Background: an optimization exercise with open tools, aiming at a short achievable clock period. Do not read the settings as production practice.
Only simulation tests tie the RTL to the original design; equivalence was not proved.
No run shown here takes its clock network from TritonCTS; it comes from the design's own scripts or RTL.
The flow treats the clock pin as an ideal source. Dropping or thinning the clock tree relies on that and would not hold on a real chip.
Power figures rest on the tool's default switching activity, not on a simulated workload.

===== config.mk =====
export PLATFORM = sky130hd
export DESIGN_NAME = rv_decode_top
export DESIGN_NICKNAME = rv_decode_top
export VERILOG_FILES = /design/flow/design.v
export SDC_FILE = /design/flow/constraint.sdc
export NUM_CORES = 4
export LEC_CHECK = 0
export ABC_CLOCK_PERIOD_IN_PS = 1500
export CAP_MARGIN = 20
export CORE_MARGIN = 2
export CORE_UTILIZATION = 38
export PLACE_DENSITY = 0.55
export SETUP_SLACK_MARGIN = 2.0
export SLEW_MARGIN = 20

===== constraint.sdc =====
create_clock -name core_clock -period 3.8 [get_ports {clk}]
set_input_delay 0.7600 -clock core_clock [delete_from_list [all_inputs] [get_ports {clk}]]
set_output_delay 0.7600 -clock core_clock [all_outputs]
set_load 0.01 [all_outputs]

===== design.v =====
package rv_decode_pkg;
	typedef logic [32-1:0] word_t;
	typedef logic [$clog2(32)-1:0] reg_idx_t;
	typedef logic [9:0] mod_t;  
	typedef struct packed {
		logic lui;
		logic auipc;
		logic jal;
		logic jalr;
		logic branch;
		logic load;
		logic store;
		logic arlog_imm;
		logic arlog;
		logic misc_mem;
		logic system;
	} inst_class_t;
	typedef struct packed {
		word_t pc;
		word_t inst;
	} fetch_pkt_t;
	typedef struct packed {
		word_t       pc;
		inst_class_t cls;
		logic        illegal;
		reg_idx_t    rd;
		reg_idx_t    rs1;
		reg_idx_t    rs2;
		mod_t        mod;
		word_t       imm;
	} decode_pkt_t;
	typedef struct packed {
		word_t       pc;
		inst_class_t cls;
		logic        illegal;
		reg_idx_t    rd;
		mod_t        mod;
		word_t       op_a;
		word_t       op_b;
		word_t       store_data;
	} issue_pkt_t;
endpackage
`timescale 1ns/1ps
module rv_decode_top
(
	input  logic        clk,
	input  logic        rst,
	input  logic        in_valid,
	input  logic [31:0] in_pc,
	input  logic [31:0] in_inst,
	input  logic        wb_en,
	input  logic [4:0]  wb_rd,
	input  logic [31:0] wb_data,
	output logic        out_valid,
	output logic [31:0] out_pc,
	output logic [10:0] out_cls,
	output logic        out_illegal,
	output logic [4:0]  out_rd,
	output logic [9:0]  out_mod,
	output logic [31:0] out_op_a,
	output logic [31:0] out_op_b,
	output logic [31:0] out_store_data
);
	logic [31:0] regs [1:31];
	always_ff @(posedge clk) begin
		for (int i = 1; i < 32; i++) begin
			if (rst) begin
				regs[i] <= '0;
			end else if (wb_en && wb_rd == i[4:0]) begin
				regs[i] <= wb_data;
			end
		end
	end
	logic [4:0]  rs1_in;
	logic [4:0]  rs2_in;
	logic [6:0]  opcode;
	logic [2:0]  funct3;
	logic [6:0]  funct7;
	rv_decode_pkg::inst_class_t cls;
	logic [9:0]  mod;
	logic [31:0] imm;
	logic        use_imm;
	logic        use_pc;
	logic        use_r1;
	assign rs1_in = in_inst[19:15];
	assign rs2_in = in_inst[24:20];
	assign opcode = in_inst[6:0];
	assign funct3 = in_inst[14:12];
	assign funct7 = in_inst[31:25];
	always_comb begin
		cls = '0;
		case (opcode)
			7'b0110111:       cls.lui       = 1'b1;
			7'b0010111:     cls.auipc     = 1'b1;
			7'b1101111:       cls.jal       = 1'b1;
			7'b1100111:      cls.jalr      = 1'b1;
			7'b1100011:    cls.branch    = 1'b1;
			7'b0000011:      cls.load      = 1'b1;
			7'b0100011:     cls.store     = 1'b1;
			7'b0010011: cls.arlog_imm = 1'b1;
			7'b0110011:     cls.arlog     = 1'b1;
			7'b0001111:  cls.misc_mem  = 1'b1;
			7'b1110011:    cls.system    = 1'b1;
			default:        cls           = '0;
		endcase
	end
	always_comb begin
		mod      = '0;
		mod[2:0] = funct3;
		if (cls.arlog || (cls.arlog_imm && funct3[1:0] == 2'b01)) begin
			mod[9:3] = funct7;
		end
	end
	always_comb begin
		imm = '0;
		if (cls.lui || cls.auipc) begin
			imm = {in_inst[31:12], 12'b0};
		end else if (cls.jal) begin
			imm = {{12{in_inst[31]}}, in_inst[19:12], in_inst[20], in_inst[30:21], 1'b0};
		end else if (cls.jalr || cls.load || cls.arlog_imm) begin
			imm = {{20{in_inst[31]}}, in_inst[31:20]};
		end else if (cls.store) begin
			imm = {{20{in_inst[31]}}, in_inst[31:25], in_inst[11:7]};
		end
	end
	assign use_imm = cls.lui | cls.auipc | cls.jal | cls.jalr | cls.load
		| cls.store | cls.arlog_imm;
	assign use_pc  = cls.auipc | cls.jal;
	assign use_r1  = ~(cls.auipc | cls.jal | cls.lui);
	logic        v1;
	logic [31:0] pc1;
	rv_decode_pkg::inst_class_t cls1;
	logic        ill1;
	logic [4:0]  rd1;
	logic [9:0]  mod1;
	logic [31:0] imm1;
	logic [4:0]  rs1_1;
	logic [4:0]  rs2_1;
	logic [31:1] rs1_oh1;
	logic [31:1] rs2_oh1;
	logic        use_imm1;
	logic        use_pc1;
	logic        use_r1_1;
	always_ff @(posedge clk) begin
		if (rst) begin
			v1 <= 1'b0;
		end else begin
			v1 <= in_valid;
		end
	end
	always_ff @(posedge clk) begin
		pc1      <= in_pc;
		cls1     <= cls;
		ill1     <= ~|cls;
		rd1      <= in_inst[11:7];
		mod1     <= mod;
		imm1     <= imm;
		rs1_1    <= rs1_in;
		rs2_1    <= rs2_in;
		use_imm1 <= use_imm;
		use_pc1  <= use_pc;
		use_r1_1 <= use_r1;
		for (int i = 1; i < 32; i++) begin
			rs1_oh1[i] <= (rs1_in == i[4:0]);
			rs2_oh1[i] <= (rs2_in == i[4:0]);
		end
	end
	logic [31:0] rf1_lo;
	logic [31:0] rf1_hi;
	logic [31:0] rf2_lo;
	logic [31:0] rf2_hi;
	always_comb begin
		rf1_lo = '0;
		rf2_lo = '0;
		rf1_hi = '0;
		rf2_hi = '0;
		for (int i = 1; i < 16; i++) begin
			rf1_lo = rf1_lo | ({32{rs1_oh1[i]}} & regs[i]);
			rf2_lo = rf2_lo | ({32{rs2_oh1[i]}} & regs[i]);
		end
		for (int i = 16; i < 32; i++) begin
			rf1_hi = rf1_hi | ({32{rs1_oh1[i]}} & regs[i]);
			rf2_hi = rf2_hi | ({32{rs2_oh1[i]}} & regs[i]);
		end
	end
	logic hit1_c1;
	logic hit2_c1;
	assign hit1_c1 = wb_en && (wb_rd == rs1_1) && (rs1_1 != '0);
	assign hit2_c1 = wb_en && (wb_rd == rs2_1) && (rs2_1 != '0);
	logic        v2;
	logic [31:0] pc2;
	rv_decode_pkg::inst_class_t cls2;
	logic        ill2;
	logic [4:0]  rd2;
	logic [9:0]  mod2;
	logic [31:0] imm2;
	logic [4:0]  rs1_2;
	logic [4:0]  rs2_2;
	logic [31:0] rf1_lo2;
	logic [31:0] rf1_hi2;
	logic [31:0] rf2_lo2;
	logic [31:0] rf2_hi2;
	logic [31:0] w_data2;
	logic        a_pc2;
	logic        a_w2;
	logic        a_rf2;
	logic        b_imm2;
	logic        b_w2;
	logic        b_rf2;
	logic        s_w2;
	logic        s_rf2;
	logic        fa2;
	logic        fb2;
	logic        fs2;
	always_ff @(posedge clk) begin
		if (rst) begin
			v2 <= 1'b0;
		end else begin
			v2 <= v1;
		end
	end
	always_ff @(posedge clk) begin
		pc2     <= pc1;
		cls2    <= cls1;
		ill2    <= ill1;
		rd2     <= rd1;
		mod2    <= mod1;
		imm2    <= imm1;
		rs1_2   <= rs1_1;
		rs2_2   <= rs2_1;
		rf1_lo2 <= rf1_lo;
		rf1_hi2 <= rf1_hi;
		rf2_lo2 <= rf2_lo;
		rf2_hi2 <= rf2_hi;
		w_data2 <= wb_data;
		a_pc2   <= use_pc1;
		a_w2    <= use_r1_1 && hit1_c1;
		a_rf2   <= use_r1_1 && !hit1_c1;
		b_imm2  <= use_imm1;
		b_w2    <= !use_imm1 && hit2_c1;
		b_rf2   <= !use_imm1 && !hit2_c1;
		s_w2    <= hit2_c1;
		s_rf2   <= !hit2_c1;
		fa2     <= use_r1_1 && (rs1_1 != '0);
		fb2     <= !use_imm1 && (rs2_1 != '0);
		fs2     <= (rs2_1 != '0);
	end
	logic [31:0] a_sel;
	logic [31:0] b_sel;
	logic [31:0] s_sel;
	logic        hit1_c2;
	logic        hit2_c2;
	assign a_sel = ({32{a_pc2}} & pc2) | ({32{a_w2}} & w_data2)
		| ({32{a_rf2}} & rf1_lo2) | ({32{a_rf2}} & rf1_hi2);
	assign b_sel = ({32{b_imm2}} & imm2) | ({32{b_w2}} & w_data2)
		| ({32{b_rf2}} & rf2_lo2) | ({32{b_rf2}} & rf2_hi2);
	assign s_sel = ({32{s_w2}} & w_data2)
		| ({32{s_rf2}} & rf2_lo2) | ({32{s_rf2}} & rf2_hi2);
	assign hit1_c2 = wb_en && (wb_rd == rs1_2);
	assign hit2_c2 = wb_en && (wb_rd == rs2_2);
	always_ff @(posedge clk) begin
		if (rst) begin
			out_valid <= 1'b0;
		end else begin
			out_valid <= v2;
		end
	end
	always_ff @(posedge clk) begin
		out_pc         <= pc2;
		out_cls        <= cls2;
		out_illegal    <= ill2;
		out_rd         <= rd2;
		out_mod        <= mod2;
		out_op_a       <= (fa2 && hit1_c2) ? wb_data : a_sel;
		out_op_b       <= (fb2 && hit2_c2) ? wb_data : b_sel;
		out_store_data <= (fs2 && hit2_c2) ? wb_data : s_sel;
	end
endmodule

===== flow/run.sh =====
#!/bin/bash
# Standard ORFS layout, except that the clock tree is built by flow/tree.tcl
# (a balanced two-level tree of clock buffers, hooked in before the CTS step)
# instead of TritonCTS. All of make's output goes to flow_make.log here.
set -euo pipefail
export PRE_CTS_TCL="$PWD/flow/tree.tcl"
export CTREE_CLOCK_PORT=clk
export CTREE_LEAF_MAX=26
export CTREE_ROOTS=4
bash standard.sh finish > flow_make.log 2>&1

===== flow/tree.tcl =====
# Manual clock tree, built before the CTS step: the flip-flops are split by
# recursive bisection of their locations into leaf clusters, each driven by a
# clock buffer at its centroid; the leaf buffers are split the same way into a
# few groups, each driven by a root clock buffer that the clock port feeds.
# Every flip-flop sees the same two buffer levels.

set ctree_leaf_max  [expr {[info exists ::env(CTREE_LEAF_MAX)] ? $::env(CTREE_LEAF_MAX) : 28}]
set ctree_roots     [expr {[info exists ::env(CTREE_ROOTS)] ? $::env(CTREE_ROOTS) : 4}]
set ctree_buf       [expr {[info exists ::env(CTREE_BUF)] ? $::env(CTREE_BUF) : "sky130_fd_sc_hd__clkbuf_16"}]

proc ctree_xy {iterm} {
  set bb [[$iterm getInst] getBBox]
  return [list [expr {([$bb xMin] + [$bb xMax]) / 2}] [expr {([$bb yMin] + [$bb yMax]) / 2}]]
}

# items: list of {x y payload}; returns a list of groups of at most maxn items.
proc ctree_bisect {items maxn} {
  set n [llength $items]
  if {$n <= $maxn} { return [list $items] }
  set xs [lsort -integer [lmap i $items {lindex $i 0}]]
  set ys [lsort -integer [lmap i $items {lindex $i 1}]]
  set dx [expr {[lindex $xs end] - [lindex $xs 0]}]
  set dy [expr {[lindex $ys end] - [lindex $ys 0]}]
  set k [expr {$dx >= $dy ? 0 : 1}]
  set sorted [lsort -integer -index $k $items]
  # Split into power-of-two-ish halves so the groups stay balanced.
  set half [expr {$n / 2}]
  return [concat [ctree_bisect [lrange $sorted 0 [expr {$half - 1}]] $maxn] \
                 [ctree_bisect [lrange $sorted $half end] $maxn]]
}

proc ctree_centroid {items} {
  set sx 0; set sy 0
  foreach i $items { set sx [expr {$sx + [lindex $i 0]}]; set sy [expr {$sy + [lindex $i 1]}] }
  set n [llength $items]
  return [list [expr {$sx / $n}] [expr {$sy / $n}]]
}

proc ctree_make_buf {block master name xy net_in} {
  set inst [odb::dbInst_create $block $master $name]
  set w [[$inst getMaster] getWidth]
  set h [[$inst getMaster] getHeight]
  $inst setLocation [expr {[lindex $xy 0] - $w / 2}] [expr {[lindex $xy 1] - $h / 2}]
  $inst setPlacementStatus PLACED
  set out [odb::dbNet_create $block "${name}_net"]
  $out setSigType CLOCK
  [$inst findITerm A] connect $net_in
  [$inst findITerm X] connect $out
  return [list $inst $out]
}

set block [ord::get_db_block]
set master [[ord::get_db] findMaster $ctree_buf]
set clk_net [[[$block findBTerm $::env(CTREE_CLOCK_PORT)] getNet] getName]
set clk_net [$block findNet $clk_net]

set sinks {}
foreach it [$clk_net getITerms] {
  lappend sinks [concat [ctree_xy $it] [list $it]]
}
puts "ctree: [llength $sinks] sinks on [$clk_net getName]"

set leaves [ctree_bisect $sinks $ctree_leaf_max]
puts "ctree: [llength $leaves] leaf clusters"
set leaf_items {}
set li 0
foreach grp $leaves {
  set xy [ctree_centroid $grp]
  # Temporarily on the clock net; moved under a root below.
  lassign [ctree_make_buf $block $master "ctree_leaf_$li" $xy $clk_net] inst net
  foreach s $grp {
    set it [lindex $s 2]
    $it disconnect
    $it connect $net
  }
  lappend leaf_items [concat $xy [list [$inst findITerm A]]]
  incr li
}

set per_root [expr {int(ceil(double([llength $leaf_items]) / $ctree_roots))}]
set groups [ctree_bisect $leaf_items $per_root]
puts "ctree: [llength $groups] root buffers"
set ri 0
foreach grp $groups {
  set xy [ctree_centroid $grp]
  lassign [ctree_make_buf $block $master "ctree_root_$ri" $xy $clk_net] inst net
  foreach s $grp {
    set it [lindex $s 2]
    $it disconnect
    $it connect $net
  }
  incr ri
}
$clk_net setSigType CLOCK

# The clock tree is in place: the CTS step's own synthesis is skipped.
proc clock_tree_synthesis {args} { puts "ctree: clock_tree_synthesis skipped (manual tree)" }
set_propagated_clock [all_clocks]

===== standard.sh =====
#!/bin/bash
# synth_recipe.tcl (not shown) runs the flow's synth.tcl, then flattens the netlist and writes it again
# the make line also repeats each setting of config.mk as NAME=value (left out here)
make -C /OpenROAD-flow-scripts/flow DESIGN_CONFIG=/design/flow/config.mk WORK_HOME=/design/flow/orfs CLKGATE_MAP_FILE= SYNTH_SCRIPT=/design/flow/synth_recipe.tcl "${@:-finish}"

==> impl_metrics.py, run 1 <==
metrics = {
    "setup_path": {
        "cp_top_family": "buffers and inverters",
        "cp-start-kind": "primary input",
        "arrival_ns": 2.42,
        "crit_buf_inv": 3,
        "required_ns": 4.21,
        "crit_type": "primary input to flip-flop",
        "r2r_setup_slack_ns": 1.80,
        "r2r_start": "rs2_2[3]$_DFF_P_",
        "endpoint": "out_op_b[2]$_DFF_P_",
        "cp.depth": 7,
        "path_common_cell": "buf_12",
        "worstRegToRegCells": 6,
        "crit_start": "wb_rd[2]",
        "critPathSlowestCell": "mux2_4",
        "path_cells": "buf_12 -> xor2_2 -> nor4_2 -> buf_4 -> nand4_4 -> buf_12 -> mux2_4",
        "rr_endpoint": "out_op_b[2]$_DFF_P_",
        "max_stage_delay_ns": 0.38,
        "worstSetupEndpointType": "flip-flop",
        "crit_fanout": 32,
    },
    "global_routing": {
        "grt_pass1_vias": 54684,
        "grt_overflow_total": 0,
        "grt_usage": 0.365,
        "antenna_found_initial": 29,
        "grt_max_degree": 140,
        "grt_pass1_wl_um": 430000,
    },
    "min_path": {
        "whs_path_depth": 0,
        "hold_class": "flip-flop to flip-flop",
    },
    "placed_design": {
        "numPortBuffers": 260,
        "hpwlAfterDp_um": 173000,
        "gp_congestion": 0.927,
        "place_ws_ns": 0.605,
    },
    "timing": {
        "holdWs_ns": 0.318,
        "setup_tns_ns": 0,
        "worstMarginPinSlew_ns": 1.12,
        "setup_ws_ns": 1.79,
        "max_freq_mhz": 499,
        "final_hold_viol_count": 0,
        "fin_crit_ns": 2.01,
        "finalClockSkew_ns": 0.0473,
        "rsz0062_at_grt": "true",
        "period_share": 0.528,
        "final-setup-viol-count": 0,
        "finalMaxSlewViolations": 0,
        "slew_headroom": 0.247,
    },
    "yosys": {
        "synth_area_leader_cell": "dfxtp_1",
        "synth-seq-cells": 1588,
        "synth-edff-count": 0,
        "ys_types": 53,
        "syn_area_per_cell_um2": 8.58,
        "netlist_area_um2": 60900,
        "synth_area_leaders": "dfxtp_1 (52%), nand2_1 (13%), a21oi_1 (8.2%)",
        "synth_warnings": 2,
        "synth_top_area_frac": 0.522,
        "synthFlopType": "dfxtp_1",
        "yosysSeqAreaShare": 0.522,
        "synth-async-reset-ratio": 0,
        "syn_nets": 7206,
        "synthCells": 7101,
    },
    "floorplanning": {
        "start_util": 0.384,
        "dieArea_um2": 164000,
        "core-area_um2": 159000,
        "die_w_um": 404,
        "io_pins": 261,
        "rows": 146,
        "die_h_um": 404,
    },
    "route": {
        "wire_per_inst_um": 36.0,
        "drtIter0Drc": 11763,
        "viasPerCell": 6.68,
        "drc": 0,
        "routed_wl_um": 336000,
        "vias": 62317,
        "drt-pass1-iter-count": 10,
        "antenna_left": 0,
    },
    "clocking": {
        "clock_latency_ns": 0.56,
        "clk_pin_slew_ns": 0.09,
    },
    "finish": {
        "top_register": "regs",
        "nFillCells": 14992,
        "final_core_util": 0.465,
        "largest_register_ffs": 992,
        "drive_above_1_share": 0.189,
        "fin_nets": 7342,
        "synthToLayoutAreaGrowth_pct": 21.1,
    },
    "run": {
        "maxCapViolations": 0,
    },
    "power": {
        "p_per_area_nw_per_um2": 373,
        "ir_drop_v": 0.000411,
        "leakage_nw": 26.3,
    },
    "outcome": {
        "run_status": "complete, no violations",
    },
}
-- cell usage in the layout (no fill, tap or decap), types with 108 or more instances in the layout --
cell      Yosys  final
a21oi_2       0    194
a21oi_1     996    802
dfxtp_1    1588   1493
buf_2       109    137
nand4_1     133    133
a221oi_1    320    306
a22o_1      325    325
a22oi_1     320    320
nand2_1    2156   1983
nand2_4       0    108
buf_4         1    263
-- report_power, final --
| group | total, mW | switching, mW | internal (mW) | leakage [nW] |
|---|---|---|---|---|
| Clock | 8.53 | 5.34 | 3.18 | 0.838 |
| Sequential | 17.1 | 0.277 | 16.8 | 12.9 |
| Combinational | 1.88 | 1.31 | 0.566 | 12.5 |
-- worst reg2reg max path: cells and delay by family, from the launching register on --
kind	cells	cell delay, ns
DFF	1	0.36
buffers and inverters	2	0.41
and+or+nand+nor	2	0.41
xor gates and xnor gates	1	0.17
muxes	1	0.51
-- what timing repair did --
item	CTS	global route
pin swaps	26	273
gates cloned	25	45
resized for setup	910	610
hold buffers	0	0
buffers inserted	102	95
endpoints found under the setup margin	1430	869
-- metal layers --
layer	track usage	vias up	part of all wire
met3	0.131	1671	0.17
met4	0.238	32	0.093
met1	0.480	29666	0.36
met2	0.501	5675	0.38
met5	0.000297	-	0.0014
li1	-	25273	-
-- synth_stat cells, types with 2 or more instances --
cell type	number
nand2_1	2156
dfxtp_1	1588
a21oi_1	996
clkbuf_1	541
a22o_1	325
a221oi_1	320
a22oi_1	320
nand4_1	133
buf_2	109
o21ai_0	98
nor2_1	66
and3_1	65
a222oi_1	64
mux2_4	60
buf_1	35
mux2_2	29
nor3_1	23
and2_1	21
a21o_1	20
nor2b_1	15
nand2b_1	11
xnor2_1	10
xor2_1	10
nand3_1	8
buf_6	7
inv_1	7
mux2_1	7
nor4_1	7
or3_1	5
and2_0	4
nand3b_1	4
nor3_2	4
and4b_1	3
and4bb_2	3
nand4b_1	3
or4_1	3
a211oi_2	2
and3b_1	2
and4_1	2
nand4_2	2
-- stage by stage --
step / instances / area (µm²) / power (mW)
6_report: 9329 / 73800 / 27.5
5_1_grt: 9310 / 73700 / 28.1
4_1_cts: 9167 / 69500 / 27.2
3_5_place_dp: 8972 / 66200 / 19.0
3_3_place_gp: 8972 / 66200 / 19.0
2_1_floorplan: 7101 / 61800 / 18.1
-- cells by family after synthesis --
logic type,Yosys count,share of synthesized area
buffers and inverters,700,0.0463
multiplexers,97,0.0216
AO/OA/AOI/OAI,2148,0.236
flip-flops,1588,0.522
AND/OR/NAND/NOR,2548,0.172
XOR/XNOR,20,0.00288
-- area by class of cell --
cell class              count  area (µm²)  share of cell area
repair buffers            759        8850               0.120
flip-flops and latches   1588       32100               0.435
diodes                     22        55.1            0.000746
well taps                2072        2590              0.0351
multi-input cells        4813       28500               0.386
plain buffers              68        1700              0.0231
inverters                   7        26.3            0.000356
-- worst min-delay path by stage --
stage                            start                  to  slack, ns
floorplan              use_pc1$_DFF_P_       a_pc2$_DFF_P_       0.31
global placement    imm1[7]$_SDFF_PP0_     imm2[7]$_DFF_P_       0.31
detailed placement     cls1[4]$_DFF_P_     cls2[4]$_DFF_P_       0.31
CTS                   imm1[30]$_DFF_P_    imm2[30]$_DFF_P_       0.33
global route          imm1[30]$_DFF_P_    imm2[30]$_DFF_P_       0.33
finish                 cls2[8]$_DFF_P_  out_cls[8]$_DFF_P_       0.32
==> run 2: changes to the inputs <==
--- a/design.v
+++ b/design.v
@@ -61,13 +61,25 @@
 	output logic [31:0] out_op_b,
 	output logic [31:0] out_store_data
 );
+	logic        rst_w;
+	logic [31:1] w_oh1;
+	logic [31:0] w_data1;
+	logic [31:0] w_data2;
+	always_ff @(posedge clk) begin
+		rst_w   <= rst;
+		w_data1 <= wb_data;
+		w_data2 <= w_data1;
+		for (int i = 1; i < 32; i++) begin
+			w_oh1[i] <= wb_en && !rst && (wb_rd == i[4:0]);
+		end
+	end
 	logic [31:0] regs [1:31];
 	always_ff @(posedge clk) begin
 		for (int i = 1; i < 32; i++) begin
-			if (rst) begin
+			if (rst_w) begin
 				regs[i] <= '0;
-			end else if (wb_en && wb_rd == i[4:0]) begin
-				regs[i] <= wb_data;
+			end else if (w_oh1[i]) begin
+				regs[i] <= w_data1;
 			end
 		end
 	end
@@ -183,8 +195,12 @@
 			rf2_hi = rf2_hi | ({32{rs2_oh1[i]}} & regs[i]);
 		end
 	end
+	logic hit1_c0;
+	logic hit2_c0;
 	logic hit1_c1;
 	logic hit2_c1;
+	assign hit1_c0 = |(w_oh1 & rs1_oh1);
+	assign hit2_c0 = |(w_oh1 & rs2_oh1);
 	assign hit1_c1 = wb_en && (wb_rd == rs1_1) && (rs1_1 != '0);
 	assign hit2_c1 = wb_en && (wb_rd == rs2_1) && (rs2_1 != '0);
 	logic        v2;
@@ -200,18 +216,19 @@
 	logic [31:0] rf1_hi2;
 	logic [31:0] rf2_lo2;
 	logic [31:0] rf2_hi2;
-	logic [31:0] w_data2;
 	logic        a_pc2;
 	logic        a_w2;
+	logic        a_v2;
 	logic        a_rf2;
 	logic        b_imm2;
 	logic        b_w2;
+	logic        b_v2;
 	logic        b_rf2;
 	logic        s_w2;
+	logic        s_v2;
 	logic        s_rf2;
 	logic        fa2;
 	logic        fb2;
-	logic        fs2;
 	always_ff @(posedge clk) begin
 		if (rst) begin
 			v2 <= 1'b0;
@@ -232,32 +249,37 @@
 		rf1_hi2 <= rf1_hi;
 		rf2_lo2 <= rf2_lo;
 		rf2_hi2 <= rf2_hi;
-		w_data2 <= wb_data;
 		a_pc2   <= use_pc1;
 		a_w2    <= use_r1_1 && hit1_c1;
-		a_rf2   <= use_r1_1 && !hit1_c1;
+		a_v2    <= use_r1_1 && !hit1_c1 && hit1_c0;
+		a_rf2   <= use_r1_1 && !hit1_c1 && !hit1_c0;
 		b_imm2  <= use_imm1;
 		b_w2    <= !use_imm1 && hit2_c1;
-		b_rf2   <= !use_imm1 && !hit2_c1;
+		b_v2    <= !use_imm1 && !hit2_c1 && hit2_c0;
+		b_rf2   <= !use_imm1 && !hit2_c1 && !hit2_c0;
 		s_w2    <= hit2_c1;
-		s_rf2   <= !hit2_c1;
-		fa2     <= use_r1_1 && (rs1_1 != '0);
-		fb2     <= !use_imm1 && (rs2_1 != '0);
-		fs2     <= (rs2_1 != '0);
+		s_v2    <= !hit2_c1 && hit2_c0;
+		s_rf2   <= !hit2_c1 && !hit2_c0;
+		fa2     <= use_r1_1;
+		fb2     <= !use_imm1;
 	end
 	logic [31:0] a_sel;
 	logic [31:0] b_sel;
 	logic [31:0] s_sel;
 	logic        hit1_c2;
 	logic        hit2_c2;
-	assign a_sel = ({32{a_pc2}} & pc2) | ({32{a_w2}} & w_data2)
+	assign a_sel = ({32{a_pc2}} & pc2) | ({32{a_w2}} & w_data1)
+		| ({32{a_v2}} & w_data2)
 		| ({32{a_rf2}} & rf1_lo2) | ({32{a_rf2}} & rf1_hi2);
-	assign b_sel = ({32{b_imm2}} & imm2) | ({32{b_w2}} & w_data2)
+	assign b_sel = ({32{b_imm2}} & imm2) | ({32{b_w2}} & w_data1)
+		| ({32{b_v2}} & w_data2)
 		| ({32{b_rf2}} & rf2_lo2) | ({32{b_rf2}} & rf2_hi2);
-	assign s_sel = ({32{s_w2}} & w_data2)
+	assign s_sel = ({32{s_w2}} & w_data1) | ({32{s_v2}} & w_data2)
 		| ({32{s_rf2}} & rf2_lo2) | ({32{s_rf2}} & rf2_hi2);
+	logic [31:0] wb_fwd;
 	assign hit1_c2 = wb_en && (wb_rd == rs1_2);
 	assign hit2_c2 = wb_en && (wb_rd == rs2_2);
+	assign wb_fwd  = wb_data & {32{wb_rd != '0}};
 	always_ff @(posedge clk) begin
 		if (rst) begin
 			out_valid <= 1'b0;
@@ -271,8 +293,8 @@
 		out_illegal    <= ill2;
 		out_rd         <= rd2;
 		out_mod        <= mod2;
-		out_op_a       <= (fa2 && hit1_c2) ? wb_data : a_sel;
-		out_op_b       <= (fb2 && hit2_c2) ? wb_data : b_sel;
-		out_store_data <= (fs2 && hit2_c2) ? wb_data : s_sel;
+		out_op_a       <= (fa2 && hit1_c2) ? wb_fwd : a_sel;
+		out_op_b       <= (fb2 && hit2_c2) ? wb_fwd : b_sel;
+		out_store_data <= hit2_c2 ? wb_fwd : s_sel;
 	end
 endmodule
==> impl_metrics.py, run 2 <==
metrics = {
    "yosys": {
        "synth-seq-cells": 1654,
        "syn_area_per_cell_um2": 10.2,
        "netlist_area_um2": 63500,
        "synth_area_leader_cell": "dfxtp_1",
        "synth-async-reset-ratio": 0,
        "synth_warnings": 2,
        "yosysSeqAreaShare": 0.521,
        "ys_types": 51,
        "synth_area_leaders": "dfxtp_1 (52%), mux2i_1 (17%), nor2_1 (6.4%)",
        "synth.most_common_cell": "dfxtp_1",
        "synthCells": 6209,
        "synthFlopType": "dfxtp_1",
        "synth_top_area_frac": 0.521,
        "synth_common_cells": "dfxtp_1 (1654), nor2_1 (1081), mux2i_1 (1056), clkbuf_1 (610), a221oi_1 (355)",
        "synth-edff-count": 0,
        "syn_nets": 6314,
    },
    "route": {
        "routed_wl_um": 281000,
        "drtIter0Drc": 8286,
        "drt-pass1-iter-count": 10,
        "vias": 53354,
        "viasPerCell": 6.36,
        "drc": 0,
        "wire_per_inst_um": 33.5,
        "antenna_left": 0,
    },
    "floorplanning": {
        "die_w_um": 413,
        "start_util": 0.381,
        "core-area_um2": 167000,
        "io_pins": 261,
        "rows": 150,
        "dieArea_um2": 170000,
        "die_h_um": 413,
    },
    "timing": {
        "finalMaxSlewViolations": 0,
        "finalClockSkew_ns": 0.0272,
        "period_share": 0.495,
        "final_hold_viol_count": 0,
        "final-setup-viol-count": 0,
        "setup_tns_ns": 0,
        "slew_headroom": 0.217,
        "holdWs_ns": 0.327,
        "rsz0062_at_grt": "true",
        "fin_crit_ns": 1.88,
        "max_freq_mhz": 532,
        "worstMarginPinSlew_ns": 1.18,
    },
    "setup_path": {
        "crit_buf_inv": 5,
        "cp-start-kind": "primary input",
        "critPathSlowestCell": "nor4_4",
        "path_cells": "buf_6 -> buf_6 -> xor2_4 -> nor4_4 -> and3_4 -> buf_6 -> buf_12 -> buf_16 -> mux2i_1",
        "r2r_start": "rs2_oh1[9]$_DFF_P_",
        "r2r_setup_slack_ns": 1.93,
        "worstSetupEndpointType": "flip-flop",
        "max_stage_delay_ns": 0.31,
        "crit_fanout": 6,
        "cp_top_family": "buffers and inverters",
        "worstRegToRegCells": 4,
        "crit_type": "primary input to flip-flop",
        "required_ns": 4.27,
        "rr_endpoint": "rf2_lo2[27]$_DFF_P_",
        "arrival_ns": 2.35,
        "path_common_cell": "buf_6",
    },
    "global_routing": {
        "grt_pass1_wl_um": 387000,
        "grt_pass1_vias": 49755,
        "use_met3": 0.0711,
        "antenna_found_initial": 20,
        "top_usage_layer": "met2",
        "grt_use_met1": 0.410,
        "grt_overflow_total": 0,
        "grt_usage": 0.312,
        "grt_max_degree": 126,
        "grt_use_met2": 0.469,
    },
    "power": {
        "power_mw": 27.9,
        "ir_drop_v": 0.000334,
        "p_per_area_nw_per_um2": 390,
        "leakage_nw": 24.5,
    },
    "finish": {
        "final_common_cell": "dfxtp_1",
        "layout_common_cells": "dfxtp_1 (1515), nor2_1 (1080), mux2i_1 (1054)",
        "synthToLayoutAreaGrowth_pct": 12.6,
        "drive_above_1_share": 0.122,
        "top_register": "regs",
        "largest_register_ffs": 992,
        "final_core_util": 0.429,
        "seqCellArea_um2": 33500,
        "multi_input_area_um2": 28400,
        "nFillCells": 15923,
        "fin_nets": 6279,
    },
    "min_path": {
        "whs_path_depth": 0,
        "hp-start": "mod1[5]$_SDFF_PN0_",
        "hold_class": "flip-flop to flip-flop",
        "hold_end": "mod2[5]$_DFF_P_",
    },
    "placed_design": {
        "hpwlAfterDp_um": 169000,
        "gp_congestion": 0.925,
        "numPortBuffers": 260,
    },
    "clocking": {
        "clock_latency_ns": 0.55,
        "clk_pin_slew_ns": 0.10,
        "cts_hold_buf": 0,
    },
    "outcome": {
        "run_status": "complete, no violations",
    },
    "run": {
        "maxCapViolations": 0,
    },
}
run 2: changes by cell type in the layout (fill, tap and decap cells not counted), sizes merged, moves of 28 or more:
cell / delta
buf: -169
a21oi: -958
mux2i: +1055
a221oi: +35
a22oi: -42
o21ai: -28
dfxtp: +66
a31oi: +32
o21a: +32
mux2: -96
nand2: -2054
a222oi: +66
nor2: +1014
clkbuf: -36
run 2: power by group:
| group | internal (mW) | switching (mW) |
|---|---|---|
| sequential | 17.5 | 0.317 |
| combinational | 0.463 | 1.02 |
| clock | 3.19 | 5.39 |
| total | 21.2 | 6.73 |
run 2: worst reg2reg max path, cell delays in order (launching register included):
cell and delay, ns:
dfxtp_2 0.60, buf_4 0.52, a22oi_1 0.18, and3_1 0.21, nand4_1 0.25
run 2: layout make-up:
cell class | instances | share of cell area
diodes | 12 | 0.000420
plain buffers | 68 | 0.0238
inverters | 7 | 0.000367
multi-input cells | 3877 | 0.397
flip-flops and latches | 1654 | 0.468
well taps | 2204 | 0.0385
repair buffers | 566 | 0.0724
run 2: stage by stage:
| step | instances | worst slack (ns) | area [µm²] |
|---|---|---|---|
| 2_1_floorplan | 6209 | 1.68 | 63900 |
| 3_3_place_gp | 8213 | 0.786 | 68400 |
| 3_5_place_dp | 8213 | 0.747 | 68400 |
| 4_1_cts | 8338 | 1.97 | 70600 |
| 5_1_grt | 8380 | 1.89 | 71500 |
| 6_report | 8388 | 1.92 | 71600 |
run 2: cells by family after synthesis:
group,Yosys count,synth area share
DFF,1654,0.521
and+or+nand+nor,1518,0.103
AOI/OAI and AO/OA,1282,0.165
muxes,1056,0.166
buffers and inverters,679,0.0412
xor gates and xnor gates,20,0.00276
run 2: per-layer routing:
layer  up-vias  wire, µm
li1      22594         -
met1     26454    111000
met2      3492    119000
met3       796     31100
met4        18     19800
met5         -       119
run 2: worst max-delay path by stage:
stage / start / endpoint / slack, ns / depth (start not counted)
detailed placement: wb_rd[1] / out_store_data[12]$_DFF_P_ / 0.75 / 7
CTS: wb_rd[1] / out_store_data[12]$_DFF_P_ / 1.97 / 9
floorplan: wb_rd[1] / out_store_data[10]$_DFF_P_ / 1.68 / 7
finish: wb_rd[3] / out_store_data[12]$_DFF_P_ / 1.92 / 9
global placement: wb_rd[0] / out_op_b[23]$_DFF_P_ / 0.79 / 6
global route: wb_rd[3] / out_store_data[8]$_DFF_P_ / 1.89 / 9
run 2: timing repair:
item                       in CTS  in global routing
gates resized for setup       824                 85
setup endpoints to repair     779                217
setup buffers                  50                 33
cloned                          7                  5
pin swaps                      20                 15
==> run 3: changes to the inputs <==
--- a/config.mk
+++ b/config.mk
@@ -8,7 +8,7 @@
 export ABC_CLOCK_PERIOD_IN_PS = 1500
 export CAP_MARGIN = 20
 export CORE_MARGIN = 2
-export CORE_UTILIZATION = 38
-export PLACE_DENSITY = 0.55
+export CORE_UTILIZATION = 48
+export PLACE_DENSITY = 0.62
 export SETUP_SLACK_MARGIN = 2.0
 export SLEW_MARGIN = 20
==> impl_metrics.py, run 3 <==
metrics = {
    "min_path": {
        "whs_path_depth": 0,
        "hold_end": "out_cls[4]$_DFF_P_",
        "hp-start": "cls2[4]$_DFF_P_",
        "hold_class": "flip-flop to flip-flop",
    },
    "timing": {
        "final_hold_viol_count": 0,
        "setup_tns_ns": 0,
        "final-setup-viol-count": 0,
        "slew_headroom": 0.301,
        "worstMarginPinSlew_ns": 1.05,
        "max_freq_mhz": 511,
        "fin_crit_ns": 1.96,
        "finalClockSkew_ns": 0.0347,
        "period_share": 0.515,
        "finalMaxSlewViolations": 0,
        "rsz0062_at_grt": "true",
        "setup_ws_ns": 1.84,
    },
    "route": {
        "antenna_left": 0,
        "wire_per_inst_um": 33.5,
        "routed_wl_um": 265000,
        "drc": 0,
        "drtIter0Drc": 9378,
        "drt-pass1-iter-count": 10,
        "vias": 53418,
        "viasPerCell": 6.76,
    },
    "finish": {
        "fin_nets": 6245,
        "final_common_cell": "dfxtp_1",
        "post-route-cell-area_um2": 70200,
        "layout_common_cells": "dfxtp_1 (1506), nor2_1 (1080), mux2i_1 (1056)",
        "final_core_util": 0.534,
        "top_register": "regs",
        "synthToLayoutAreaGrowth_pct": 10.5,
        "largest_register_ffs": 992,
        "drive_above_1_share": 0.116,
    },
    "placed_design": {
        "hpwlAfterDp_um": 156000,
        "place_area_um2": 67600,
        "gp_congestion": 0.931,
        "numPortBuffers": 260,
        "place_ws_ns": 0.542,
    },
    "yosys": {
        "yosysSeqAreaShare": 0.521,
        "synth_top_family_by_area": "multiplexers",
        "synth_simple_gate_area_share": 0.103,
        "synthMuxAreaShare": 0.166,
        "synth_top_area_frac": 0.521,
        "synth_warnings": 2,
        "synthXorXnorAreaFrac": 0.00276,
        "synth-edff-count": 0,
        "synth_area_leader_cell": "dfxtp_1",
        "yosys.area_share.adder": 0,
        "synthCells": 6209,
        "synth.most_common_cell": "dfxtp_1",
        "synthFlopType": "dfxtp_1",
        "synth-compound-area-share": 0.165,
        "synth_area_leaders": "dfxtp_1 (52%), mux2i_1 (17%), nor2_1 (6.4%)",
        "syn_nets": 6314,
        "synth_common_cells": "dfxtp_1 (1654), nor2_1 (1081), mux2i_1 (1056), clkbuf_1 (610), a221oi_1 (355)",
        "ys_types": 51,
        "syn_area_per_cell_um2": 10.2,
        "netlist_area_um2": 63500,
        "synth-seq-cells": 1654,
        "synth-async-reset-ratio": 0,
    },
    "floorplanning": {
        "start_util": 0.483,
        "io_pins": 261,
        "core-area_um2": 131000,
        "dieArea_um2": 135000,
        "rows": 133,
        "die_w_um": 368,
        "die_h_um": 368,
    },
    "power": {
        "p_per_area_nw_per_um2": 395,
        "leakage_nw": 24.2,
        "power_mw": 27.7,
        "ir_drop_v": 0.000429,
    },
    "setup_path": {
        "worstSetupEndpointType": "flip-flop",
        "path_cells": "buf_6 -> a22o_1 -> a221oi_1 -> nand4_1",
        "critPathSlowestCell": "dfxtp_4",
        "crit_fanout": 17,
        "arrival_ns": 2.22,
        "required_ns": 4.06,
        "r2r_setup_slack_ns": 1.84,
        "rr_endpoint": "rf2_lo2[31]$_DFF_P_",
        "worstRegToRegCells": 4,
        "max_stage_delay_ns": 0.46,
        "r2r_start": "rs2_oh1[13]$_DFF_P_",
        "crit_type": "flip-flop to flip-flop",
        "cp-start-kind": "flip-flop",
    },
    "global_routing": {
        "grt_pass1_vias": 49161,
        "antenna_found_initial": 11,
        "grt_usage": 0.365,
        "grt_pass1_wl_um": 365000,
        "grt_max_degree": 178,
        "grt_overflow_total": 0,
    },
    "clocking": {
        "clock_latency_ns": 0.54,
        "clk_pin_slew_ns": 0.10,
    },
    "run": {
        "maxCapViolations": 0,
    },
    "outcome": {
        "run_status": "complete, no violations",
    },
}
[run 3: cell counts after synthesis]
No cell type changed its count.
[run 3: cells by family (layout without fill, tap and decap cells)]
kind of cell / Yosys count / after routing
DFF: 1654 / 1654
xor gates and xnor gates: 20 / 20
and+or+nand+nor: 1518 / 1518
muxes: 1056 / 1056
other: 0 / 14
AOI/OAI and AO/OA: 1282 / 1282
buffers and inverters: 679 / 608
[run 3: final cells by class]
class	instances	area [µm²]
fillers	11767	61300
well taps	1755	2200
flip-flops and latches	1654	33500
plain buffers	68	1700
diodes	14	35.0
repair buffers	533	4610
multi-input cells	3876	28100
inverters	7	26.3
[run 3: metal layers]
layer / GRT usage / vias up / part of all wire
met5: 0 / - / 0.00051
met2: 0.537 / 4014 / 0.41
met1: 0.483 / 25963 / 0.38
met3: 0.0932 / 900 / 0.13
met4: 0.212 / 6 / 0.072
li1: - / 22535 / -
[run 3: how the worst max path moves through the flow]
| stage | startpoint | endpoint | slack, ns | cells past startpoint |
|---|---|---|---|---|
| after floorplan | wb_rd[1] | out_store_data[10]$_DFF_P_ | 1.68 | 7 |
| after global placement | wb_rd[1] | out_op_b[31]$_DFF_P_ | 0.58 | 6 |
| after detailed placement | wb_rd[1] | out_op_b[30]$_DFF_P_ | 0.54 | 6 |
| after CTS | wb_rd[0] | out_op_b[2]$_DFF_P_ | 1.97 | 7 |
| after global routing | rs2_oh1[3]$_DFF_P_ | rf2_lo2[31]$_DFF_P_ | 1.94 | 4 |
| final | rs2_oh1[13]$_DFF_P_ | rf2_lo2[31]$_DFF_P_ | 1.84 | 4 |
[run 3: critical path: cells and delay by family (launching register included)]
| family | cells | cell delay [ns] |
|---|---|---|
| AO/OA/AOI/OAI | 2 | 0.50 |
| flip-flops | 1 | 0.46 |
| AND/OR/NAND/NOR | 1 | 0.40 |
| buffers and inverters | 1 | 0.26 |
[run 3: what timing repair did]
| action | 4_1_cts | 5_1_grt |
|---|---|---|
| cloned | 3 | 6 |
| gates resized for setup | 818 | 50 |
| hold buffers | 0 | 0 |
| hold endpoints to repair | 0 | 0 |
| pin swaps | 14 | 21 |
| setup buffers | 25 | 55 |
| setup endpoints to repair | 774 | 517 |
[run 3: stage by stage]
| stage | hold WS [ns] | cells |
|---|---|---|
| 3_5_place_dp | 0.312 | 7736 |
| 6_report | 0.329 | 7907 |
| 5_1_grt | 0.339 | 7895 |
| 2_1_floorplan | 0.310 | 6209 |
| 4_1_cts | 0.327 | 7832 |
| 3_3_place_gp | 0.310 | 7736 |
[run 3: report_power, final]
| group | switching [mW] | internal (mW) | leakage [nW] |
|---|---|---|---|
| clock network | 5.30 | 3.19 | 0.838 |
| registers | 0.306 | 17.5 | 13.5 |
| logic | 0.967 | 0.426 | 9.89 |
==> run 4: changes to the inputs <==
--- a/design.v
+++ b/design.v
@@ -177,22 +177,18 @@
 			rs2_oh1[i] <= (rs2_in == i[4:0]);
 		end
 	end
-	logic [31:0] rf1_lo;
-	logic [31:0] rf1_hi;
-	logic [31:0] rf2_lo;
-	logic [31:0] rf2_hi;
-	always_comb begin
-		rf1_lo = '0;
-		rf2_lo = '0;
-		rf1_hi = '0;
-		rf2_hi = '0;
-		for (int i = 1; i < 16; i++) begin
-			rf1_lo = rf1_lo | ({32{rs1_oh1[i]}} & regs[i]);
-			rf2_lo = rf2_lo | ({32{rs2_oh1[i]}} & regs[i]);
-		end
-		for (int i = 16; i < 32; i++) begin
-			rf1_hi = rf1_hi | ({32{rs1_oh1[i]}} & regs[i]);
-			rf2_hi = rf2_hi | ({32{rs2_oh1[i]}} & regs[i]);
+	logic [31:0] rf1_q [0:3];
+	logic [31:0] rf2_q [0:3];
+	always_comb begin
+		for (int q = 0; q < 4; q++) begin
+			rf1_q[q] = '0;
+			rf2_q[q] = '0;
+			for (int j = 0; j < 8; j++) begin
+				if (q * 8 + j != 0) begin
+					rf1_q[q] = rf1_q[q] | ({32{rs1_oh1[q * 8 + j]}} & regs[q * 8 + j]);
+					rf2_q[q] = rf2_q[q] | ({32{rs2_oh1[q * 8 + j]}} & regs[q * 8 + j]);
+				end
+			end
 		end
 	end
 	logic hit1_c0;
@@ -212,10 +208,8 @@
 	logic [31:0] imm2;
 	logic [4:0]  rs1_2;
 	logic [4:0]  rs2_2;
-	logic [31:0] rf1_lo2;
-	logic [31:0] rf1_hi2;
-	logic [31:0] rf2_lo2;
-	logic [31:0] rf2_hi2;
+	logic [31:0] rf1_q2 [0:3];
+	logic [31:0] rf2_q2 [0:3];
 	logic        a_pc2;
 	logic        a_w2;
 	logic        a_v2;
@@ -245,10 +239,10 @@
 		imm2    <= imm1;
 		rs1_2   <= rs1_1;
 		rs2_2   <= rs2_1;
-		rf1_lo2 <= rf1_lo;
-		rf1_hi2 <= rf1_hi;
-		rf2_lo2 <= rf2_lo;
-		rf2_hi2 <= rf2_hi;
+		for (int q = 0; q < 4; q++) begin
+			rf1_q2[q] <= rf1_q[q];
+			rf2_q2[q] <= rf2_q[q];
+		end
 		a_pc2   <= use_pc1;
 		a_w2    <= use_r1_1 && hit1_c1;
 		a_v2    <= use_r1_1 && !hit1_c1 && hit1_c0;
@@ -270,12 +264,12 @@
 	logic        hit2_c2;
 	assign a_sel = ({32{a_pc2}} & pc2) | ({32{a_w2}} & w_data1)
 		| ({32{a_v2}} & w_data2)
-		| ({32{a_rf2}} & rf1_lo2) | ({32{a_rf2}} & rf1_hi2);
+		| ({32{a_rf2}} & (rf1_q2[0] | rf1_q2[1] | rf1_q2[2] | rf1_q2[3]));
 	assign b_sel = ({32{b_imm2}} & imm2) | ({32{b_w2}} & w_data1)
 		| ({32{b_v2}} & w_data2)
-		| ({32{b_rf2}} & rf2_lo2) | ({32{b_rf2}} & rf2_hi2);
+		| ({32{b_rf2}} & (rf2_q2[0] | rf2_q2[1] | rf2_q2[2] | rf2_q2[3]));
 	assign s_sel = ({32{s_w2}} & w_data1) | ({32{s_v2}} & w_data2)
-		| ({32{s_rf2}} & rf2_lo2) | ({32{s_rf2}} & rf2_hi2);
+		| ({32{s_rf2}} & (rf2_q2[0] | rf2_q2[1] | rf2_q2[2] | rf2_q2[3]));
 	logic [31:0] wb_fwd;
 	assign hit1_c2 = wb_en && (wb_rd == rs1_2);
 	assign hit2_c2 = wb_en && (wb_rd == rs2_2);
--- a/config.mk
+++ b/config.mk
@@ -8,7 +8,7 @@
 export ABC_CLOCK_PERIOD_IN_PS = 1500
 export CAP_MARGIN = 20
 export CORE_MARGIN = 2
-export CORE_UTILIZATION = 48
-export PLACE_DENSITY = 0.62
+export CORE_UTILIZATION = 38
+export PLACE_DENSITY = 0.55
 export SETUP_SLACK_MARGIN = 2.0
 export SLEW_MARGIN = 20
==> impl_metrics.py, run 4 <==
metrics = {
    "outcome": {
        "run_status": "complete, no violations",
    },
    "placed_design": {
        "gp_congestion": 0.895,
        "hpwlAfterDp_um": 170000,
        "place_ws_ns": 0.577,
        "place_area_um2": 70500,
        "placed_cells": 8426,
        "numPortBuffers": 260,
    },
    "yosys": {
        "netlist_area_um2": 66100,
        "synth_common_cells": "dfxtp_1 (1782), nor2_1 (1091), mux2i_1 (1088), a22oi_1 (918), clkbuf_1 (585)",
        "synthCells": 6350,
        "synth_top_area_frac": 0.540,
        "synthFlopType": "dfxtp_1",
        "syn_nets": 6455,
        "synth_area_leaders": "dfxtp_1 (54%), mux2i_1 (16%), a22oi_1 (10%)",
        "ys_types": 51,
        "synth_area_leader_cell": "dfxtp_1",
        "yosysSeqAreaShare": 0.540,
        "syn_area_per_cell_um2": 10.4,
        "synth.most_common_cell": "dfxtp_1",
        "synth-async-reset-ratio": 0,
        "synth-edff-count": 0,
        "synth_warnings": 6,
        "synth-seq-cells": 1782,
    },
    "global_routing": {
        "grt_overflow_total": 0,
        "grt_max_degree": 133,
        "grt_use_met1": 0.371,
        "top_usage_layer": "met2",
        "grt_use_met2": 0.445,
        "use_met3": 0.0771,
        "grt_pass1_wl_um": 381000,
        "grt_usage": 0.291,
        "antenna_found_initial": 23,
        "grt_pass1_vias": 50847,
    },
    "floorplanning": {
        "io_pins": 261,
        "dieArea_um2": 177000,
        "start_util": 0.381,
        "rows": 153,
        "die_w_um": 421,
        "core-area_um2": 173000,
        "die_h_um": 421,
    },
    "route": {
        "antenna_left": 0,
        "drt-pass1-iter-count": 12,
        "vias": 53430,
        "drc": 0,
        "routed_wl_um": 274000,
        "drtIter0Drc": 8324,
        "viasPerCell": 6.20,
        "wire_per_inst_um": 31.8,
    },
    "timing": {
        "setup_tns_ns": 0,
        "worstMarginPinSlew_ns": 1.13,
        "rsz0062_at_grt": "true",
        "period_share": 0.541,
        "max_freq_mhz": 486,
        "finalMaxSlewViolations": 0,
        "fin_crit_ns": 2.06,
        "finalClockSkew_ns": 0.0372,
        "setup_ws_ns": 1.74,
        "final-setup-viol-count": 0,
        "final_hold_viol_count": 0,
        "slew_headroom": 0.248,
    },
    "finish": {
        "largest_register_ffs": 992,
        "final_cells": 8612,
        "top_register": "regs",
        "drive_above_1_share": 0.124,
        "final_core_util": 0.432,
        "reg_top3": "regs: 992 flops, rf1_q2: 128 flops, rf2_q2: 128 flops",
        "synthToLayoutAreaGrowth_pct": 13.3,
        "layout_common_cells": "dfxtp_1 (1590), nor2_1 (1090), mux2i_1 (1087)",
        "final_common_cell": "dfxtp_1",
        "fin_nets": 6388,
        "post-route-cell-area_um2": 74900,
    },
    "min_path": {
        "hold_class": "flip-flop to flip-flop",
        "whs_path_depth": 0,
    },
    "setup_path": {
        "crit_type": "flip-flop to flip-flop",
        "arrival_ns": 2.57,
        "worstSetupEndpointType": "flip-flop",
        "worstRegToRegCells": 9,
        "cp-start-kind": "flip-flop",
        "crit_fanout": 8,
        "required_ns": 4.31,
    },
    "clocking": {
        "clk_pin_slew_ns": 0.07,
        "clock_latency_ns": 0.68,
    },
    "power": {
        "ir_drop_v": 0.000717,
        "leakage_nw": 25.8,
        "p_per_area_nw_per_um2": 439,
    },
    "run": {
        "maxCapViolations": 0,
    },
}
run 4: cell types whose count changed after synthesis, moves of 65 or more:
cell	change
buf_2	+75
o21ai_0	-65
dfxtp_1	+128
a22o_1	-320
nand2_1	-78
a221oi_1	-352
and3_1	-65
nand3_1	+70
nand4_1	+65
a22oi_1	+640
run 4: path summary, 6_finish.rpt:
kind	start	to	slack (ns)
hold reg to reg	pc1[31]$_DFF_P_	pc2[31]$_DFF_P_	0.30
setup / recovery	rs2_2[3]$_DFF_P_	out_op_b[2]$_DFF_P_	1.74
hold / removal	pc1[31]$_DFF_P_	pc2[31]$_DFF_P_	0.30
setup reg to reg	rs2_2[3]$_DFF_P_	out_op_b[2]$_DFF_P_	1.74
run 4: where the power goes:
part	internal (mW)	switching [mW]	total, mW
Combinational	0.449	0.925	1.37
Sequential	18.9	0.314	19.2
Clock	5.99	6.30	12.3
Total	25.3	7.54	32.9
run 4: cells by family after synthesis:
logic type,Yosys count,synth area share
flip-flops,1782,0.540
AO/OA/AOI/OAI,1191,0.141
buffers and inverters,692,0.0421
multiplexers,1089,0.165
XOR/XNOR,19,0.00252
AND/OR/NAND/NOR,1577,0.109
run 4: area by class of cell:
class | instances | area (µm²)
Multi-Input combinational cell | 3876 | 27800
Buffer | 132 | 3300
Inverter | 5 | 18.8
Fill cell | 16340 | 98400
Sequential cell | 1782 | 36000
Tap cell | 2325 | 2910
Timing Repair Buffer | 486 | 4800
Antenna cell | 6 | 15.0
run 4: per-stage QoR:
step | power [mW] | hold WS (ns)
after floorplan | 20.2 | 0.310
after global placement | 20.9 | 0.311
after detailed placement | 20.9 | 0.312
after CTS | 32.9 | 0.318
after global routing | 33.7 | 0.318
final | 32.9 | 0.300
run 4: timing repair:
item                       4_1_cts  5_1_grt
setup buffers                   19       18
resized for setup              924       85
hold endpoints to repair         0        0
pin swaps                        5        3
setup endpoints to repair      969      457
cloned                           8        1
hold buffers                     0        0
run 4: per-layer routing:
layer / share of wire / routed length (µm)
met1: 0.39 / 106000
met3: 0.11 / 31000
met2: 0.43 / 117000
met5: 0.00039 / 108
met4: 0.070 / 19100
run 4: critical path, stage by stage (launching register included):
cell and delay (ns):
dfxtp_2 0.32, xor2_1 0.16, nor4_2 0.36, buf_4 0.18, buf_6 0.08, nand4_1 0.15
buf_12 0.23, buf_8 0.13, buf_16 0.16, mux2i_1 0.13
==> run 5: changes to the inputs <==
--- a/design.v
+++ b/design.v
@@ -177,18 +177,22 @@
 			rs2_oh1[i] <= (rs2_in == i[4:0]);
 		end
 	end
-	logic [31:0] rf1_q [0:3];
-	logic [31:0] rf2_q [0:3];
+	logic [31:0] rf1_lo;
+	logic [31:0] rf1_hi;
+	logic [31:0] rf2_lo;
+	logic [31:0] rf2_hi;
 	always_comb begin
-		for (int q = 0; q < 4; q++) begin
-			rf1_q[q] = '0;
-			rf2_q[q] = '0;
-			for (int j = 0; j < 8; j++) begin
-				if (q * 8 + j != 0) begin
-					rf1_q[q] = rf1_q[q] | ({32{rs1_oh1[q * 8 + j]}} & regs[q * 8 + j]);
-					rf2_q[q] = rf2_q[q] | ({32{rs2_oh1[q * 8 + j]}} & regs[q * 8 + j]);
-				end
-			end
+		rf1_lo = '0;
+		rf2_lo = '0;
+		rf1_hi = '0;
+		rf2_hi = '0;
+		for (int i = 1; i < 16; i++) begin
+			rf1_lo = rf1_lo | ({32{rs1_oh1[i]}} & regs[i]);
+			rf2_lo = rf2_lo | ({32{rs2_oh1[i]}} & regs[i]);
+		end
+		for (int i = 16; i < 32; i++) begin
+			rf1_hi = rf1_hi | ({32{rs1_oh1[i]}} & regs[i]);
+			rf2_hi = rf2_hi | ({32{rs2_oh1[i]}} & regs[i]);
 		end
 	end
 	logic hit1_c0;
@@ -208,8 +212,10 @@
 	logic [31:0] imm2;
 	logic [4:0]  rs1_2;
 	logic [4:0]  rs2_2;
-	logic [31:0] rf1_q2 [0:3];
-	logic [31:0] rf2_q2 [0:3];
+	logic [31:0] rf1_lo2;
+	logic [31:0] rf1_hi2;
+	logic [31:0] rf2_lo2;
+	logic [31:0] rf2_hi2;
 	logic        a_pc2;
 	logic        a_w2;
 	logic        a_v2;
@@ -239,10 +245,10 @@
 		imm2    <= imm1;
 		rs1_2   <= rs1_1;
 		rs2_2   <= rs2_1;
-		for (int q = 0; q < 4; q++) begin
-			rf1_q2[q] <= rf1_q[q];
-			rf2_q2[q] <= rf2_q[q];
-		end
+		rf1_lo2 <= rf1_lo;
+		rf1_hi2 <= rf1_hi;
+		rf2_lo2 <= rf2_lo;
+		rf2_hi2 <= rf2_hi;
 		a_pc2   <= use_pc1;
 		a_w2    <= use_r1_1 && hit1_c1;
 		a_v2    <= use_r1_1 && !hit1_c1 && hit1_c0;
@@ -264,12 +270,12 @@
 	logic        hit2_c2;
 	assign a_sel = ({32{a_pc2}} & pc2) | ({32{a_w2}} & w_data1)
 		| ({32{a_v2}} & w_data2)
-		| ({32{a_rf2}} & (rf1_q2[0] | rf1_q2[1] | rf1_q2[2] | rf1_q2[3]));
+		| ({32{a_rf2}} & rf1_lo2) | ({32{a_rf2}} & rf1_hi2);
 	assign b_sel = ({32{b_imm2}} & imm2) | ({32{b_w2}} & w_data1)
 		| ({32{b_v2}} & w_data2)
-		| ({32{b_rf2}} & (rf2_q2[0] | rf2_q2[1] | rf2_q2[2] | rf2_q2[3]));
+		| ({32{b_rf2}} & rf2_lo2) | ({32{b_rf2}} & rf2_hi2);
 	assign s_sel = ({32{s_w2}} & w_data1) | ({32{s_v2}} & w_data2)
-		| ({32{s_rf2}} & (rf2_q2[0] | rf2_q2[1] | rf2_q2[2] | rf2_q2[3]));
+		| ({32{s_rf2}} & rf2_lo2) | ({32{s_rf2}} & rf2_hi2);
 	logic [31:0] wb_fwd;
 	assign hit1_c2 = wb_en && (wb_rd == rs1_2);
 	assign hit2_c2 = wb_en && (wb_rd == rs2_2);
==> flow/run.sh (replaced) <==
#!/bin/bash
# Standard ORFS layout, except that:
#  - the clock tree is built by flow/tree.tcl (a balanced two-level tree of
#    clock buffers, hooked in before the CTS step) instead of TritonCTS;
#  - flow/io.tcl groups the forwarding datapath pins on one edge.
# All of make's output goes to flow_make.log here.
set -euo pipefail
export PRE_CTS_TCL="$PWD/flow/tree.tcl"
export IO_CONSTRAINTS="$PWD/flow/io.tcl"
export CTREE_CLOCK_PORT=clk
export CTREE_LEAF_MAX=26
export CTREE_ROOTS=4
bash standard.sh finish > flow_make.log 2>&1
==> flow/io.tcl (new file) <==
# Forwarding datapath pins together on the top edge, bit by bit, with the
# write-back index in the middle.
set_io_pin_constraint -region top:* -group -order -pin_names {wb_data[0] out_op_a[0] out_op_b[0] out_store_data[0] wb_data[1] out_op_a[1] out_op_b[1] out_store_data[1] wb_data[2] out_op_a[2] out_op_b[2] out_store_data[2] wb_data[3] out_op_a[3] out_op_b[3] out_store_data[3] wb_data[4] out_op_a[4] out_op_b[4] out_store_data[4] wb_data[5] out_op_a[5] out_op_b[5] out_store_data[5] wb_data[6] out_op_a[6] out_op_b[6] out_store_data[6] wb_data[7] out_op_a[7] out_op_b[7] out_store_data[7] wb_data[8] out_op_a[8] out_op_b[8] out_store_data[8] wb_data[9] out_op_a[9] out_op_b[9] out_store_data[9] wb_data[10] out_op_a[10] out_op_b[10] out_store_data[10] wb_data[11] out_op_a[11] out_op_b[11] out_store_data[11] wb_data[12] out_op_a[12] out_op_b[12] out_store_data[12] wb_data[13] out_op_a[13] out_op_b[13] out_store_data[13] wb_data[14] out_op_a[14] out_op_b[14] out_store_data[14] wb_data[15] out_op_a[15] out_op_b[15] out_store_data[15] wb_en wb_rd[0] wb_rd[1] wb_rd[2] wb_rd[3] wb_rd[4] wb_data[16] out_op_a[16] out_op_b[16] out_store_data[16] wb_data[17] out_op_a[17] out_op_b[17] out_store_data[17] wb_data[18] out_op_a[18] out_op_b[18] out_store_data[18] wb_data[19] out_op_a[19] out_op_b[19] out_store_data[19] wb_data[20] out_op_a[20] out_op_b[20] out_store_data[20] wb_data[21] out_op_a[21] out_op_b[21] out_store_data[21] wb_data[22] out_op_a[22] out_op_b[22] out_store_data[22] wb_data[23] out_op_a[23] out_op_b[23] out_store_data[23] wb_data[24] out_op_a[24] out_op_b[24] out_store_data[24] wb_data[25] out_op_a[25] out_op_b[25] out_store_data[25] wb_data[26] out_op_a[26] out_op_b[26] out_store_data[26] wb_data[27] out_op_a[27] out_op_b[27] out_store_data[27] wb_data[28] out_op_a[28] out_op_b[28] out_store_data[28] wb_data[29] out_op_a[29] out_op_b[29] out_store_data[29] wb_data[30] out_op_a[30] out_op_b[30] out_store_data[30] wb_data[31] out_op_a[31] out_op_b[31] out_store_data[31]}
==> impl_metrics.py, run 5 <==
metrics = {
    "setup_path": {
        "arrival_ns": 2.14,
        "crit_buf_inv": 1,
        "cp-start-kind": "flip-flop",
        "worstSetupEndpointType": "flip-flop",
        "max_stage_delay_ns": 0.47,
        "crit_fanout": 4,
        "rr_endpoint": "rf1_lo2[28]$_DFF_P_",
        "crit_start": "rs1_oh1[2]$_DFF_P_",
        "path_cells": "buf_6 -> a222oi_1 -> and3_1 -> nand4_1",
        "cp_top_family": "simple AND/OR/NAND/NOR gates",
        "r2r_setup_slack_ns": 1.87,
        "critPathSlowestCell": "nand4_1",
        "required_ns": 4.01,
        "crit_type": "flip-flop to flip-flop",
        "worstRegToRegCells": 4,
        "r2r_start": "rs1_oh1[2]$_DFF_P_",
    },
    "min_path": {
        "whs_path_depth": 0,
        "hold_class": "flip-flop to flip-flop",
        "hold_end": "out_cls[10]$_DFF_P_",
        "hp-start": "cls2[10]$_DFF_P_",
    },
    "clocking": {
        "clk_pin_slew_ns": 0.10,
        "clock_latency_ns": 0.56,
        "cts_hold_buf": 0,
    },
    "yosys": {
        "synth_top_area_frac": 0.521,
        "syn_nets": 6314,
        "synth.most_common_cell": "dfxtp_1",
        "netlist_area_um2": 63500,
        "ys_types": 51,
        "syn_area_per_cell_um2": 10.2,
        "yosysSeqAreaShare": 0.521,
        "synthFlopType": "dfxtp_1",
        "synth_area_leaders": "dfxtp_1 (52%), mux2i_1 (17%), nor2_1 (6.4%)",
        "synth-async-reset-ratio": 0,
        "synth-edff-count": 0,
        "synth_common_cells": "dfxtp_1 (1654), nor2_1 (1081), mux2i_1 (1056), clkbuf_1 (610), a221oi_1 (355)",
        "synthCells": 6209,
        "synth_warnings": 2,
        "synth-seq-cells": 1654,
        "synth_area_leader_cell": "dfxtp_1",
    },
    "route": {
        "drt-pass1-iter-count": 11,
        "wire_per_inst_um": 36.5,
        "viasPerCell": 6.46,
        "vias": 54817,
        "drtIter0Drc": 9484,
        "drc": 0,
        "antenna_left": 0,
        "routed_wl_um": 309000,
    },
    "placed_design": {
        "gp_congestion": 0.947,
        "place_area_um2": 68400,
        "place_ws_ns": 0.774,
        "hpwlAfterDp_um": 189000,
        "placed_cells": 8204,
        "numPortBuffers": 260,
    },
    "global_routing": {
        "grt_pass1_vias": 50492,
        "grt_overflow_total": 0,
        "grt_max_degree": 139,
        "grt_usage": 0.340,
        "antenna_found_initial": 38,
        "grt_pass1_wl_um": 412000,
    },
    "finish": {
        "final_cells": 8483,
        "largest_register_ffs": 992,
        "drive_above_1_share": 0.143,
        "final_common_cell": "dfxtp_1",
        "synthToLayoutAreaGrowth_pct": 14.4,
        "top_register": "regs",
        "layout_common_cells": "dfxtp_1 (1463), nor2_1 (1081), mux2i_1 (1056)",
        "fin_nets": 6359,
        "final_core_util": 0.436,
        "post-route-cell-area_um2": 72700,
    },
    "floorplanning": {
        "die_h_um": 413,
        "rows": 150,
        "io_pins": 261,
        "die_w_um": 413,
        "dieArea_um2": 170000,
        "start_util": 0.381,
        "core-area_um2": 167000,
    },
    "power": {
        "power_mw": 28.1,
        "ir_drop_v": 0.000435,
        "p_per_area_nw_per_um2": 386,
        "leakage_nw": 25.1,
    },
    "timing": {
        "final-setup-viol-count": 0,
        "setup_tns_ns": 0,
        "setup_ws_ns": 1.87,
        "period_share": 0.508,
        "finalClockSkew_ns": 0.0321,
        "finalMaxSlewViolations": 0,
        "rsz0062_at_grt": "true",
        "slew_headroom": 0.279,
        "max_freq_mhz": 519,
        "final_hold_viol_count": 0,
        "worstMarginPinSlew_ns": 1.08,
        "holdWs_ns": 0.329,
        "fin_crit_ns": 1.93,
    },
    "run": {
        "maxCapViolations": 0,
    },
    "outcome": {
        "run_status": "complete, no violations",
    },
}
==> run 5: cell types whose count changed after synthesis, sizes merged, moves of 33 or more <==
cell    previous run  this run
or4               34         1
a22oi            918       278
buf              102        61
a22o               8       328
nand4            198       133
and3               2        67
o21ai              5        70
a221oi             3       355
nand3             76         6
nand2             54       102
dfxtp           1782      1654
==> run 5: cell families (layout without fill, tap and decap cells) <==
group                     count (synthesis)  count (layout)  share of synthesized area
and+or+nand+nor                        1518            1518                      0.103
DFF                                    1654            1654                      0.521
xor gates and xnor gates                 20              20                    0.00276
other                                     0              27                          0
buffers and inverters                   679             722                     0.0412
muxes                                  1056            1056                      0.166
AOI/OAI and AO/OA                      1282            1282                      0.165
==> run 5: worst max path at each step <==
stage                                      end  slack, ns  depth (start not counted)
detailed placement        out_op_b[30]$_DFF_P_       0.77                          7
floorplan           out_store_data[10]$_DFF_P_       1.68                          7
global placement          out_op_b[30]$_DFF_P_       0.78                          6
global route               rf1_lo2[28]$_DFF_P_       1.90                          4
finish                     rf1_lo2[28]$_DFF_P_       1.87                          4
CTS                        rf1_lo2[31]$_DFF_P_       1.98                          5
==> run 5: layer usage <==
metal | up-vias | wire length, µm | track usage
met4 | 24 | 31300 | 0.275
met2 | 3914 | 128000 | 0.500
met1 | 27016 | 112000 | 0.417
met5 | - | 170 | 0
met3 | 1090 | 37900 | 0.0940
li1 | 22773 | - | -
==> run 5: repair_timing <==
item,4_1_cts,5_1_grt
pin swaps,21,44
gates cloned,8,3
endpoints found under the setup margin,1139,180
setup buffers,87,86
gates resized for setup,918,93
==> run 5: layout make-up <==
| class | instances | area, µm² |
|---|---|---|
| inverters | 7 | 26.3 |
| fillers | 15983 | 94000 |
| flip-flops and latches | 1654 | 33600 |
| plain buffers | 68 | 1700 |
| repair buffers | 647 | 6260 |
| multi-input cells | 3876 | 28300 |
| diodes | 27 | 67.6 |
| well taps | 2204 | 2760 |
==> run 5: worst register-to-register path, stage by stage (launching register included) <==
cell and delay, ns:
dfxtp_4 0.41, buf_6 0.17, a222oi_1 0.32, and3_1 0.21, nand4_1 0.47
==> run 5: power breakdown <==
| group | total (mW) | switching (mW) | internal, mW | leakage (nW) |
|---|---|---|---|---|
| registers | 18.0 | 0.448 | 17.5 | 13.5 |
| clock network | 8.61 | 5.42 | 3.19 | 0.838 |
| logic | 1.52 | 1.03 | 0.492 | 10.8 |

## static timing again, ports no longer ideal
How much do the figures lean on ideal ports? The routed layouts below were timed once more, with nothing changed but the port constraints.
Step 1, drivers: a clkbuf_16 drives clk and a buf_2 each remaining input, both assumed.
Step 2, shift: input delay + t, output delay - t, t = (earliest + latest rising clock arrival at the registers) / 2. This alone moves slack from input paths to output paths.
Three values: ideal ports, drivers, drivers and shift; two values: the first two.
run	shift t [ns]	slack for setup (ns)	worst hold slack (ns)	worst setup path after step 2	pins driven straight from the clock port
run 1	0.736	1.794 / 1.794 / 1.207	0.318 / 0.314 / 0.318	input to register	4
run 2	0.730	1.920 / 1.810 / 1.193	0.327 / 0.327 / 0.327	input to register	4
run 3	0.700	1.844 / 1.816 / 1.414	0.329 / 0.329 / 0.329	input to register	4
run 4	0.847	1.743 / 1.675 / 1.049	0.300 / 0.281 / 0.301	input to register	4
run 5	0.726	1.871 / 1.813 / 1.371	0.329 / 0.313 / 0.329	input to register	4
After both steps setup and hold are still met in every run listed. For run 2, which loses most, drivers alone change the setup slack by -0.110 ns; drivers and shift together by -0.727 ns.
